Background: an optimization exercise with open tools, aiming at small area, a short achievable clock period and few clock cycles per item. Do not read the settings as production practice. The RTL was checked by simulation tests, not by an equivalence proof against the original design. Power and IR drop assume default switching activity.

==> flow/design.v (outline; a module is shown in full before it is edited, if it fits) <==
// module mult_diya_fp32: 1723 lines
// module mult_fa: 4 lines
// module mult_fa1: 4 lines
// module mult_ha: 4 lines
// module g_aoi21: 3 lines
// module g_inv: 3 lines
// module g_mux2i: 3 lines
// module g_nand2: 3 lines
// module g_nand3: 3 lines
// module g_nand4: 3 lines
// module g_nor2: 3 lines
// module g_nor3: 3 lines
// module g_o21bai: 3 lines
// module g_oai21: 3 lines
// module g_xnor2: 3 lines
// module g_xor2: 3 lines
module mult_diya_fp32 (
   input  logic        clk,
   input  logic        nRST,
   input  logic        valid_in,
   input  logic [31:0] data1,
   input  logic [31:0] data2,
   output logic [31:0] result,
   output logic        valid_out
);
  // ...
==> flow/flow/run.sh <==
#!/bin/bash
# Standard layout, with plain buffers (instead of the default delay-cell
# buffers) on the ports. Every port still gets its own buffer.
set -euo pipefail
export BUFFER_PORTS_ARGS="-buffer_cell sky130_fd_sc_hd__buf_2"
bash standard.sh > standard.log 2>&1
==> flow/standard.sh <==
#!/bin/bash
# synth_recipe.tcl (not shown) runs the flow's synth.tcl, then flattens the netlist and writes it again
# the make line also repeats each setting of config.mk as NAME=value (left out here)
make -C /OpenROAD-flow-scripts/flow DESIGN_CONFIG=/design/flow/config.mk WORK_HOME=/design/flow/orfs CLKGATE_MAP_FILE= SYNTH_SCRIPT=/design/flow/synth_recipe.tcl "${@:-finish}"
==> flow/config.mk <==
export PLATFORM = sky130hd
export DESIGN_NAME = mult_diya_fp32
export DESIGN_NICKNAME = mult_diya_fp32
export VERILOG_FILES = /design/flow/design.v
export SDC_FILE = /design/flow/constraint.sdc
export NUM_CORES = 4
export LEC_CHECK = 0
export CAP_MARGIN = 20
export CORE_MARGIN = 2
export CORE_UTILIZATION = 65
export SLEW_MARGIN = 60
export SYNTH_HIERARCHICAL = 1
export SYNTH_MINIMUM_KEEP_SIZE = 0
==> flow/constraint.sdc <==
create_clock -name core_clock -period 14.0 [get_ports {clk}]
set_input_delay 2.8000 -clock core_clock [delete_from_list [all_inputs] [get_ports {clk}]]
set_output_delay 2.8000 -clock core_clock [all_outputs]
set_load 0.01 [all_outputs]
==> results.cfg, run 1 <==
[layout]
multi_input_area_sq_um = 15660
area_delta_synth_final_pct = 8.501
seq_cell_count = 241
nNetsFinal = 2765
clk_share = 0.03743
buffers = 156
num-multi-input-gates = 1738

[global_route]
grt-busiest-layer = met2
grt_use_total = 0.3405
grt_pass1_wl_um = 95180

[clocking]
holdBufCountCts = 0
cts_root_buf = clkbuf_16
clk_path_buf_depth = 3
cts_max_level = 1

[routing]
ant_nets = 0
vias_per_cell = 6.054

[power]
pg_comb_mw = 3.57
ir_worst_vdd_v = 0.0002096
totalPowerFinal_mw = 5.437
power.group.top = combinational logic
p_sw_mw = 2.473
swShare = 0.4549

[sta]
skew_ns = 0.01153
whs_ns = 0.3245
max_freq_mhz = 249.0
rsz0062_at_grt = false

[setup_path]
cp.required_ns = 14.46
cp_num_buf_inv = 2

[die]
io_pins = 100
tapCellCount = 448
die_w_um = 187.3
start_util = 0.6563

[run_status]
run_status = complete, no violations
Testbench counts, summed over its fixed seeds: cycles 16,024, items 16,000.
==> run 2, diff against run 1 <==
--- a/flow/design.v
+++ b/flow/design.v
@@ -142,24 +142,150 @@
    g_inv u_n1_80 (.a(n1_79), .y(n1_80));
    assign x_d[22] = n1_80;
    assign sel_b = n1_32;
    assign s_d    = a_nan ? sa : (b_nan ? sb : (~inf_zero & (sa ^ sb)));
    logic [25:0] yb;                    
    assign yb = {2'b01, fb, 1'b0};
    logic [11:0] one_d, two_d, neg_d;
    genvar gj, gk;
-   generate
-      for (gj = 0; gj < 12; gj++) begin : g_enc
-         assign one_d[gj] = (yb[2*gj+1] ^ yb[2*gj]) & ~clr_d;
-         assign two_d[gj] = ((yb[2*gj+2] & ~yb[2*gj+1] & ~yb[2*gj]) |
-                             (~yb[2*gj+2] & yb[2*gj+1] & yb[2*gj])) & ~clr_d;
-         assign neg_d[gj] = yb[2*gj+2] & ~clr_d;
-      end
-   endgenerate
+   logic ne_1, ne_2, ne_3, ne_4, ne_5, ne_6, ne_7, ne_8, ne_9, ne_10, ne_11, ne_12, ne_13, ne_14, ne_15, ne_16;
+   logic ne_17, ne_18, ne_19, ne_20, ne_21, ne_22, ne_23, ne_24, ne_25, ne_26, ne_27, ne_28, ne_29, ne_30, ne_31, ne_32;
+   logic ne_33, ne_34, ne_35, ne_36, ne_37, ne_38, ne_39, ne_40, ne_41, ne_42, ne_43, ne_44, ne_45, ne_46, ne_47, ne_48;
+   logic ne_49, ne_50, ne_51, ne_52, ne_53, ne_54, ne_55, ne_56, ne_57, ne_58, ne_59, ne_60, ne_61, ne_62, ne_63, ne_64;
+   logic ne_65, ne_66, ne_67, ne_68, ne_69, ne_70, ne_71, ne_72, ne_73, ne_74, ne_75, ne_76, ne_77, ne_78, ne_79, ne_80;
+   logic ne_81, ne_82, ne_83, ne_84, ne_85, ne_86, ne_87, ne_88, ne_89, ne_90, ne_91, ne_92;
+   g_nand4 u_ne_1 (.a(ea[0]), .b(ea[1]), .c(ea[2]), .d(ea[3]), .y(ne_1));
+   g_nand4 u_ne_2 (.a(ea[4]), .b(ea[5]), .c(ea[6]), .d(ea[7]), .y(ne_2));
+   g_nor2 u_ne_3 (.a(ne_1), .b(ne_2), .y(ne_3));
+   g_nand4 u_ne_4 (.a(eb[0]), .b(eb[1]), .c(eb[2]), .d(eb[3]), .y(ne_4));
+   g_nand4 u_ne_5 (.a(eb[4]), .b(eb[5]), .c(eb[6]), .d(eb[7]), .y(ne_5));
+   g_nor2 u_ne_6 (.a(ne_4), .b(ne_5), .y(ne_6));
+   g_nor2 u_ne_7 (.a(ne_3), .b(ne_6), .y(ne_7));
+   g_nor2 u_ne_8 (.a(ne_3), .b(ne_6), .y(ne_8));
+   g_nor2 u_ne_9 (.a(ne_3), .b(ne_6), .y(ne_9));
+   g_nor2 u_ne_10 (.a(ne_3), .b(ne_6), .y(ne_10));
+   g_nor2 u_ne_11 (.a(ne_3), .b(ne_6), .y(ne_11));
+   g_nor2 u_ne_12 (.a(ne_3), .b(ne_6), .y(ne_12));
+   g_and2 u_ne_13 (.a(fb[0]), .b(ne_7), .y(ne_13));
+   assign one_d[0] = ne_13;
+   g_xor2 u_ne_14 (.a(fb[1]), .b(fb[0]), .y(ne_14));
+   g_inv u_ne_15 (.a(fb[0]), .y(ne_15));
+   g_nand3 u_ne_16 (.a(ne_14), .b(ne_15), .c(ne_7), .y(ne_16));
+   g_inv u_ne_17 (.a(ne_16), .y(ne_17));
+   assign two_d[0] = ne_17;
+   g_and2 u_ne_18 (.a(fb[1]), .b(ne_7), .y(ne_18));
+   assign neg_d[0] = ne_18;
+   g_xor2 u_ne_19 (.a(fb[2]), .b(fb[1]), .y(ne_19));
+   g_and2 u_ne_20 (.a(ne_19), .b(ne_7), .y(ne_20));
+   assign one_d[1] = ne_20;
+   g_xor2 u_ne_21 (.a(fb[3]), .b(fb[2]), .y(ne_21));
+   g_inv u_ne_22 (.a(ne_19), .y(ne_22));
+   g_nand3 u_ne_23 (.a(ne_21), .b(ne_22), .c(ne_7), .y(ne_23));
+   g_inv u_ne_24 (.a(ne_23), .y(ne_24));
+   assign two_d[1] = ne_24;
+   g_and2 u_ne_25 (.a(fb[3]), .b(ne_7), .y(ne_25));
+   assign neg_d[1] = ne_25;
+   g_xor2 u_ne_26 (.a(fb[4]), .b(fb[3]), .y(ne_26));
+   g_and2 u_ne_27 (.a(ne_26), .b(ne_8), .y(ne_27));
+   assign one_d[2] = ne_27;
+   g_xor2 u_ne_28 (.a(fb[5]), .b(fb[4]), .y(ne_28));
+   g_inv u_ne_29 (.a(ne_26), .y(ne_29));
+   g_nand3 u_ne_30 (.a(ne_28), .b(ne_29), .c(ne_8), .y(ne_30));
+   g_inv u_ne_31 (.a(ne_30), .y(ne_31));
+   assign two_d[2] = ne_31;
+   g_and2 u_ne_32 (.a(fb[5]), .b(ne_8), .y(ne_32));
+   assign neg_d[2] = ne_32;
+   g_xor2 u_ne_33 (.a(fb[6]), .b(fb[5]), .y(ne_33));
+   g_and2 u_ne_34 (.a(ne_33), .b(ne_8), .y(ne_34));
+   assign one_d[3] = ne_34;
+   g_xor2 u_ne_35 (.a(fb[7]), .b(fb[6]), .y(ne_35));
+   g_inv u_ne_36 (.a(ne_33), .y(ne_36));
+   g_nand3 u_ne_37 (.a(ne_35), .b(ne_36), .c(ne_8), .y(ne_37));
+   g_inv u_ne_38 (.a(ne_37), .y(ne_38));
+   assign two_d[3] = ne_38;
+   g_and2 u_ne_39 (.a(fb[7]), .b(ne_8), .y(ne_39));
+   assign neg_d[3] = ne_39;
+   g_xor2 u_ne_40 (.a(fb[8]), .b(fb[7]), .y(ne_40));
+   g_and2 u_ne_41 (.a(ne_40), .b(ne_9), .y(ne_41));
+   assign one_d[4] = ne_41;
+   g_xor2 u_ne_42 (.a(fb[9]), .b(fb[8]), .y(ne_42));
+   g_inv u_ne_43 (.a(ne_40), .y(ne_43));
+   g_nand3 u_ne_44 (.a(ne_42), .b(ne_43), .c(ne_9), .y(ne_44));
+   g_inv u_ne_45 (.a(ne_44), .y(ne_45));
+   assign two_d[4] = ne_45;
+   g_and2 u_ne_46 (.a(fb[9]), .b(ne_9), .y(ne_46));
+   assign neg_d[4] = ne_46;
+   g_xor2 u_ne_47 (.a(fb[10]), .b(fb[9]), .y(ne_47));
+   g_and2 u_ne_48 (.a(ne_47), .b(ne_9), .y(ne_48));
+   assign one_d[5] = ne_48;
+   g_xor2 u_ne_49 (.a(fb[11]), .b(fb[10]), .y(ne_49));
+   g_inv u_ne_50 (.a(ne_47), .y(ne_50));
+   g_nand3 u_ne_51 (.a(ne_49), .b(ne_50), .c(ne_9), .y(ne_51));
+   g_inv u_ne_52 (.a(ne_51), .y(ne_52));
+   assign two_d[5] = ne_52;
+   g_and2 u_ne_53 (.a(fb[11]), .b(ne_9), .y(ne_53));
+   assign neg_d[5] = ne_53;
+   g_xor2 u_ne_54 (.a(fb[12]), .b(fb[11]), .y(ne_54));
+   g_and2 u_ne_55 (.a(ne_54), .b(ne_10), .y(ne_55));
+   assign one_d[6] = ne_55;
+   g_xor2 u_ne_56 (.a(fb[13]), .b(fb[12]), .y(ne_56));
+   g_inv u_ne_57 (.a(ne_54), .y(ne_57));
+   g_nand3 u_ne_58 (.a(ne_56), .b(ne_57), .c(ne_10), .y(ne_58));
+   g_inv u_ne_59 (.a(ne_58), .y(ne_59));
+   assign two_d[6] = ne_59;
+   g_and2 u_ne_60 (.a(fb[13]), .b(ne_10), .y(ne_60));
+   assign neg_d[6] = ne_60;
+   g_xor2 u_ne_61 (.a(fb[14]), .b(fb[13]), .y(ne_61));
+   g_and2 u_ne_62 (.a(ne_61), .b(ne_10), .y(ne_62));
+   assign one_d[7] = ne_62;
+   g_xor2 u_ne_63 (.a(fb[15]), .b(fb[14]), .y(ne_63));
+   g_inv u_ne_64 (.a(ne_61), .y(ne_64));
+   g_nand3 u_ne_65 (.a(ne_63), .b(ne_64), .c(ne_10), .y(ne_65));
+   g_inv u_ne_66 (.a(ne_65), .y(ne_66));
+   assign two_d[7] = ne_66;
+   g_and2 u_ne_67 (.a(fb[15]), .b(ne_10), .y(ne_67));
+   assign neg_d[7] = ne_67;
+   g_xor2 u_ne_68 (.a(fb[16]), .b(fb[15]), .y(ne_68));
+   g_and2 u_ne_69 (.a(ne_68), .b(ne_11), .y(ne_69));
+   assign one_d[8] = ne_69;
+   g_xor2 u_ne_70 (.a(fb[17]), .b(fb[16]), .y(ne_70));
+   g_inv u_ne_71 (.a(ne_68), .y(ne_71));
+   g_nand3 u_ne_72 (.a(ne_70), .b(ne_71), .c(ne_11), .y(ne_72));
+   g_inv u_ne_73 (.a(ne_72), .y(ne_73));
+   assign two_d[8] = ne_73;
+   g_and2 u_ne_74 (.a(fb[17]), .b(ne_11), .y(ne_74));
+   assign neg_d[8] = ne_74;
+   g_xor2 u_ne_75 (.a(fb[18]), .b(fb[17]), .y(ne_75));
+   g_and2 u_ne_76 (.a(ne_75), .b(ne_11), .y(ne_76));
+   assign one_d[9] = ne_76;
+   g_xor2 u_ne_77 (.a(fb[19]), .b(fb[18]), .y(ne_77));
+   g_inv u_ne_78 (.a(ne_75), .y(ne_78));
+   g_nand3 u_ne_79 (.a(ne_77), .b(ne_78), .c(ne_11), .y(ne_79));
+   g_inv u_ne_80 (.a(ne_79), .y(ne_80));
+   assign two_d[9] = ne_80;
+   g_and2 u_ne_81 (.a(fb[19]), .b(ne_11), .y(ne_81));
+   assign neg_d[9] = ne_81;
+   g_xor2 u_ne_82 (.a(fb[20]), .b(fb[19]), .y(ne_82));
+   g_and2 u_ne_83 (.a(ne_82), .b(ne_12), .y(ne_83));
+   assign one_d[10] = ne_83;
+   g_xor2 u_ne_84 (.a(fb[21]), .b(fb[20]), .y(ne_84));
+   g_inv u_ne_85 (.a(ne_82), .y(ne_85));
+   g_nand3 u_ne_86 (.a(ne_84), .b(ne_85), .c(ne_12), .y(ne_86));
+   g_inv u_ne_87 (.a(ne_86), .y(ne_87));
+   assign two_d[10] = ne_87;
+   g_and2 u_ne_88 (.a(fb[21]), .b(ne_12), .y(ne_88));
+   assign neg_d[10] = ne_88;
+   g_xor2 u_ne_89 (.a(fb[22]), .b(fb[21]), .y(ne_89));
+   g_and2 u_ne_90 (.a(ne_89), .b(ne_12), .y(ne_90));
+   assign one_d[11] = ne_90;
+   g_inv u_ne_91 (.a(ne_12), .y(ne_91));
+   g_nor3 u_ne_92 (.a(fb[22]), .b(ne_89), .c(ne_91), .y(ne_92));
+   assign two_d[11] = ne_92;
+   assign neg_d[11] = ne_12;
    logic        r1_v, r1_nan, r1_cnan, r1_s;
    logic [22:0] r1_x;
    logic [11:0] r1_one, r1_two, r1_neg;
    logic [7:0]  r1_ea, r1_eb;
    logic        r1_big, r1_small;
    always_ff @(posedge clk or negedge nRST) begin
       if (!nRST) r1_v <= 1'b0;
       else       r1_v <= valid_in;
@@ -1728,16 +1854,19 @@
 module mult_fa1 (input logic a, b, output logic s, co);    
    assign s  = ~(a ^ b);
    assign co = a | b;
 endmodule
 module mult_ha (input logic a, b, output logic s, co);
    assign s  = a ^ b;
    assign co = a & b;
 endmodule
+module g_and2 (input logic a, b, output logic y);
+   assign y = a & b;
+endmodule
 module g_aoi21 (input logic a, b, c, output logic y);
    assign y = ~((a & b) | c);
 endmodule
 module g_inv (input logic a, output logic y);
    assign y = ~a;
 endmodule
 module g_mux2i (input logic a, b, s, output logic y);
    assign y = ~(s ? b : a);
==> flow/config.mk (replaced) <==
export PLATFORM = sky130hd
export DESIGN_NAME = mult_diya_fp32
export DESIGN_NICKNAME = mult_diya_fp32
export VERILOG_FILES = /design/flow/design.v
export SDC_FILE = /design/flow/constraint.sdc
export NUM_CORES = 4
export LEC_CHECK = 0
export CAP_MARGIN = 20
export CORE_MARGIN = 2
export CORE_UTILIZATION = 80
export CTS_BUF_LIST = sky130_fd_sc_hd__clkbuf_8
export CTS_CLUSTER_SIZE = 30
export SLEW_MARGIN = 60
export SYNTH_HIERARCHICAL = 1
export SYNTH_MINIMUM_KEEP_SIZE = 0
==> results.cfg, run 2 <==
[synth]
synth_warnings = 7
netlist_area_sq_um = 21940
syn_inst = 2341
syn_nets = 2726
avgSynthCellArea_sq_um = 9.373

[routing]
route.detailed.drc = 0
drt-wirelength-per-cell_um = 23.42
drt_wl_total_um = 64500
ant_nets = 0
vias = 18756
drtPass1Iterations = 9
vias_per_cell = 6.810
drt_iter0_drc = 2639

[layout]
fill_cells = 1361
mostFrequentLayoutCell = xnor2_1
fin_area_sq_um = 23550
final_core_util = 0.8738
mostFrequentLayoutCells = 331 x xnor2_1, 267 x a22oi_1, 256 x fa_1, 245 x inv_1, 218 x dfxtp_1
nNetsFinal = 2768
stdcell_count = 2754
final_layout_size_suffix_gt1_frac = 0.1190
reg_top3 = r2_cv: 36 flops, r2_sv: 36 flops, r4_res: 32 flops
area_delta_synth_final_pct = 7.327

[placed_design]
place.gp.congestion = 0.9181
hpwlAfterDp_um = 41220
numPortBuffers = 99
dpl.cell_count = 2682
dp_slack_ns = 9.546
dpl_cell_area_sq_um = 22690

[clocking]
clock_sinks = 241
path_clk_slew_ns = 0.06
clkLatencyLatePin_ns = 0.56
cts_max_level = 2
cts_root_buf = clkbuf_8
cts_tree = yes
clk_path_buf_depth = 3
cts_setup_buffers = 0
holdBufCountCts = 0
cts_buffers = 40
cts_resized = 0

[global_route]
grt_max_degree = 32
grt_pass1_vias = 19789
grt_use_total = 0.4488
antenna_found_initial = 2
grt_pass1_wl_um = 100500
overflow = 0

[power]
p_leak_nw = 9.865
totalPowerFinal_mw = 5.881
ir_worst_vdd_v = 0.0002083
pwr_density_cell_nw_per_um2 = 249.7

[die]
die_h_um = 169.6
fp.coreArea_sq_um = 26950
num_rows = 60
die_w_um = 169.6
io_pins = 100
die_area_sq_um = 28770
start_util = 0.8142

[setup_path]
arrival_ns = 4.32
end_kind = flop
crit_start = data1[16]
rr_endpoint = r2_cv[28]
crit_type = input port to flop
cp.required_ns = 14.42
critPathCapture = r1_nan
timing.rr.start = r1_x[20]
cp_slowest_cell = nor4_1
reg2reg_slack_ns = 10.13
max_stage_delay_ns = 0.51
worstPathMaxFanout = 3
rr_worst_depth = 8
crit_chain = buf_2 > nor4_1 > nand4_1 > nor2_1 > nor3_1 > or3b_2
start_kind = input port

[sta]
worstMarginPinSlew_ns = 0.5960
whs_ns = 0.3035
slew_viol_final = 0
layout_setup_ws_ns = 10.10
hold_viol_final = 0
max_freq_mhz = 256.3
period_share = 0.2787
skew_ns = 0.03493
rsz0062_at_grt = false
setup_viol = 0
period_minus_slack_ns = 3.902
relSlewSlack = 0.6027
setup_tns_ns = 0

[run]
cap_violations = 0

[worst_hold_path]
min_path_type = flop to flop

[run_status]
run_status = complete, no violations
## run 2: cell types whose count changed in the layout (fill, tap and decap cells not counted), moves of 9 or more
cell,delta
a21oi_1,-18
and2_1,+11
buf_4,-15
clkbuf_1,-9
clkbuf_16,-27
clkbuf_8,+44
dfxtp_1,-15
inv_1,+32
nand2_1,-11
nor2_1,-17
xnor2_1,-15
xor2_1,+29
## run 2: final cells by class
type,instances,area [sq um],share of cell area
timing repair buffer,141,810.8,0.03443
inverter,236,885.9,0.03762
multi-input combinational,1723,15700,0.6667
antenna,1,2.502,0.0001063
clock inverter,22,153.9,0.006535
clock buffer,49,674.4,0.02864
sequential,241,4896,0.2079
tap,341,426.7,0.01812
## run 2: how the worst min path moves through the flow
stage / slack [ns] / from / cells past startpoint / to
global route: 0.32 / r1_nan / 0 / r2_nan
CTS: 0.31 / r1_nan / 0 / r2_nan
finish: 0.30 / r1_nan / 0 / r2_nan
global placement: 0.32 / r1_nan / 0 / r2_nan
detailed placement: 0.31 / r1_nan / 0 / r2_nan
floorplan: 0.31 / r1_cnan / 0 / r2_cnan
## run 2: worst max-delay path: cells and delay by family
family / cells / cell delay, ns
buffers and inverters: 1 / 0.12
AND/OR/NAND/NOR: 5 / 1.39
## run 2: power breakdown
part / switching (mW) / internal (mW)
logic: 2.30 / 1.71
clock network: 0.289 / 0.354
registers: 0.228 / 0.996
## run 2: layer usage
metal  up-vias  share of wire  GRT usage
met5         -              0    0.01217
met3       471           0.14     0.1672
met2      1688           0.46     0.7224
li1       7787              -          -
met1      8810           0.33     0.5150
met4         0          0.064     0.2605
Testbench counts of run 2, summed over its fixed seeds: cycles 16,024, items 16,000.
==> run 3, diff against run 2 <==
--- a/flow/config.mk
+++ b/flow/config.mk
@@ -7,7 +7,7 @@
 export LEC_CHECK = 0
 export CAP_MARGIN = 20
 export CORE_MARGIN = 2
-export CORE_UTILIZATION = 80
+export CORE_UTILIZATION = 65
 export CTS_BUF_LIST = sky130_fd_sc_hd__clkbuf_8
 export CTS_CLUSTER_SIZE = 30
 export SLEW_MARGIN = 60
==> results.cfg, run 3 <==
[run_status]
run_status = complete, no violations

[layout]
mostFrequentLayoutCell = xnor2_1
nNetsFinal = 2785
final_layout_size_suffix_gt1_frac = 0.1221
reg_top3 = r2_cv: 36 flops, r2_sv: 36 flops, r4_res: 32 flops
diodes = 0
fin_area_sq_um = 23840
area_delta_synth_final_pct = 8.656
fill_cells = 2667
mostFrequentLayoutCells = 331 x xnor2_1, 267 x a22oi_1, 256 x fa_1, 240 x inv_1, 233 x dfxtp_1

[placed_design]
numPortBuffers = 99
dpl_cell_area_sq_um = 22900
place.gp.congestion = 0.8919
hpwlAfterDp_um = 40690

[global_route]
grt_max_degree = 32
overflow = 0
grt_pass1_vias = 18265
grt_use_total = 0.3436
grt_pass1_wl_um = 94850
antenna_found_initial = 0

[routing]
ant_nets = 0
drt-wirelength-per-cell_um = 20.66
drt_wl_total_um = 59520
drtPass1Iterations = 6
route.detailed.drc = 0
vias = 17368
vias_per_cell = 6.028
drt_iter0_drc = 1434

[setup_path]
max_stage_delay_ns = 0.35
cp_num_buf_inv = 1
arrival_ns = 1.14
worstPathMaxFanout = 1
crit_type = flop to primary output
crit_family = flip-flops
cp.required_ns = 11.20
cp_slowest_cell = dfxtp_1
end_kind = primary output
crit_chain = buf_2
start_kind = flop

[die]
io_pins = 100
start_util = 0.6577
fp.coreArea_sq_um = 33360
die_area_sq_um = 35240
die_h_um = 187.7
num_rows = 67
die_w_um = 187.7

[synth]
syn_nets = 2726
netlist_area_sq_um = 21940
avgSynthCellArea_sq_um = 9.373
syn_inst = 2341
synth_warnings = 7

[sta]
setup_tns_ns = 0
skew_ns = 0.04374
relSlewSlack = 0.6186
rsz0062_at_grt = false
setup_viol = 0
hold_viol_final = 0
max_freq_mhz = 254.1
period_minus_slack_ns = 3.935
period_share = 0.2811
worstMarginPinSlew_ns = 0.5721
slew_viol_final = 0

[clocking]
cts_max_level = 2
cts_root_buf = clkbuf_8
cts_setup_buffers = 0
path_clk_slew_ns = 0.07
clkLatencyLatePin_ns = 0.63
holdBufCountCts = 0
cts_buffers = 42
clk_path_buf_depth = 3
cts_resized = 0
cts_tree = yes
clock_sinks = 241

[power]
ir_worst_vdd_v = 0.0002108
pwr_density_cell_nw_per_um2 = 238.1
p_leak_nw = 9.967

[worst_hold_path]
min_path_type = flop to flop

[run]
cap_violations = 0
## run 3: cell type report
class | count | area (sq um) | area share
Clock buffer | 53 | 729.5 | 0.03060
Clock inverter | 24 | 190.2 | 0.007977
Inverter | 236 | 885.9 | 0.03716
Multi-Input combinational cell | 1723 | 15700 | 0.6584
Sequential cell | 241 | 4855 | 0.2036
Tap cell | 448 | 560.5 | 0.02351
Timing Repair Buffer | 156 | 923.4 | 0.03873
## run 3: where the power goes
| group | total [mW] | switching, mW | internal [mW] |
|---|---|---|---|
| sequential | 1.16 | 0.170 | 0.995 |
| combinational | 3.83 | 2.16 | 1.67 |
| clock | 0.683 | 0.312 | 0.371 |
## run 3: worst paths after layout
check / start / cells past startpoint / end / slack (ns)
min reg2reg: r1_cnan / 0 / r2_cnan / 0.33
max: r4_res[31] / 1 / result[31] / 10.06
min: r1_cnan / 0 / r2_cnan / 0.33
max reg2reg: r1_one[5] / 8 / r2_cv[24] / 10.30
min in group asynchronous: nRST / 1 / r2_v / 2.00
max in group asynchronous: nRST / 1 / r4_v / 11.88
## run 3: stage by stage
| step | instances | power (mW) | hold WS, ns | util | worst slack [ns] |
|---|---|---|---|---|---|
| after floorplan | 2341 | 3.910 | 0.3096 | - | 10.05 |
| after global routing | 2881 | 6.232 | 0.3334 | 0.7146 | 10.01 |
| after global placement | 2804 | 4.813 | 0.3146 | 0.6858 | 9.544 |
| after detailed placement | 2804 | 4.972 | 0.3144 | 0.6863 | 9.466 |
| after CTS | 2881 | 5.688 | 0.3287 | 0.7139 | 10.04 |
| final | 2881 | 5.677 | 0.3316 | 0.7146 | 10.06 |
## run 3: per-layer routing
layer,GRT usage,wire length [um],vias up
li1,-,-,7825
met1,0.4185,22620,8323
met2,0.5648,28050,1006
met3,0.09863,6460,214
met4,0.1614,2395,0
met5,0,0,-

-- what the ideal ports hide --
No port has a modelled driver above. Below, the same layouts with a new extraction and two added sets of constraints.
Step 1, drivers: a clkbuf_16 drives clk and a buf_2 each remaining input, both assumed.
Step 2 adds t to the input delays and takes it off the output delays; t is the mean of the earliest and latest rising clock arrival at the registers after step 1. Input paths then give back, and output paths get back, about the clock's delay inside the block.
a / b / c = ideal ports / drivers / drivers and shift; a / b = the first two.
| run | t (ns) | setup slack, ns | hold WS [ns] | latest minus earliest clock arrival (ns) | worst data-port slew with drivers (ns) |
|---|---|---|---|---|---|
| run 1 | 0.617 | 9.984 / 10.021 / 9.404 | 0.324 / 0.324 / 0.324 | 0.012 / 0.012 | 0.07 |
| run 2 | 0.595 | 10.098 / 10.085 / 9.527 | 0.304 / 0.304 / 0.304 | 0.036 / 0.036 | 0.05 |
| run 3 | 0.665 | 10.065 / 10.011 / 9.481 | 0.332 / 0.332 / 0.332 | 0.044 / 0.043 | 0.04 |
After both steps every run listed still meets setup and hold. For run 3, which loses most, drivers alone change the setup slack by -0.054 ns; drivers and shift together by -0.584 ns.
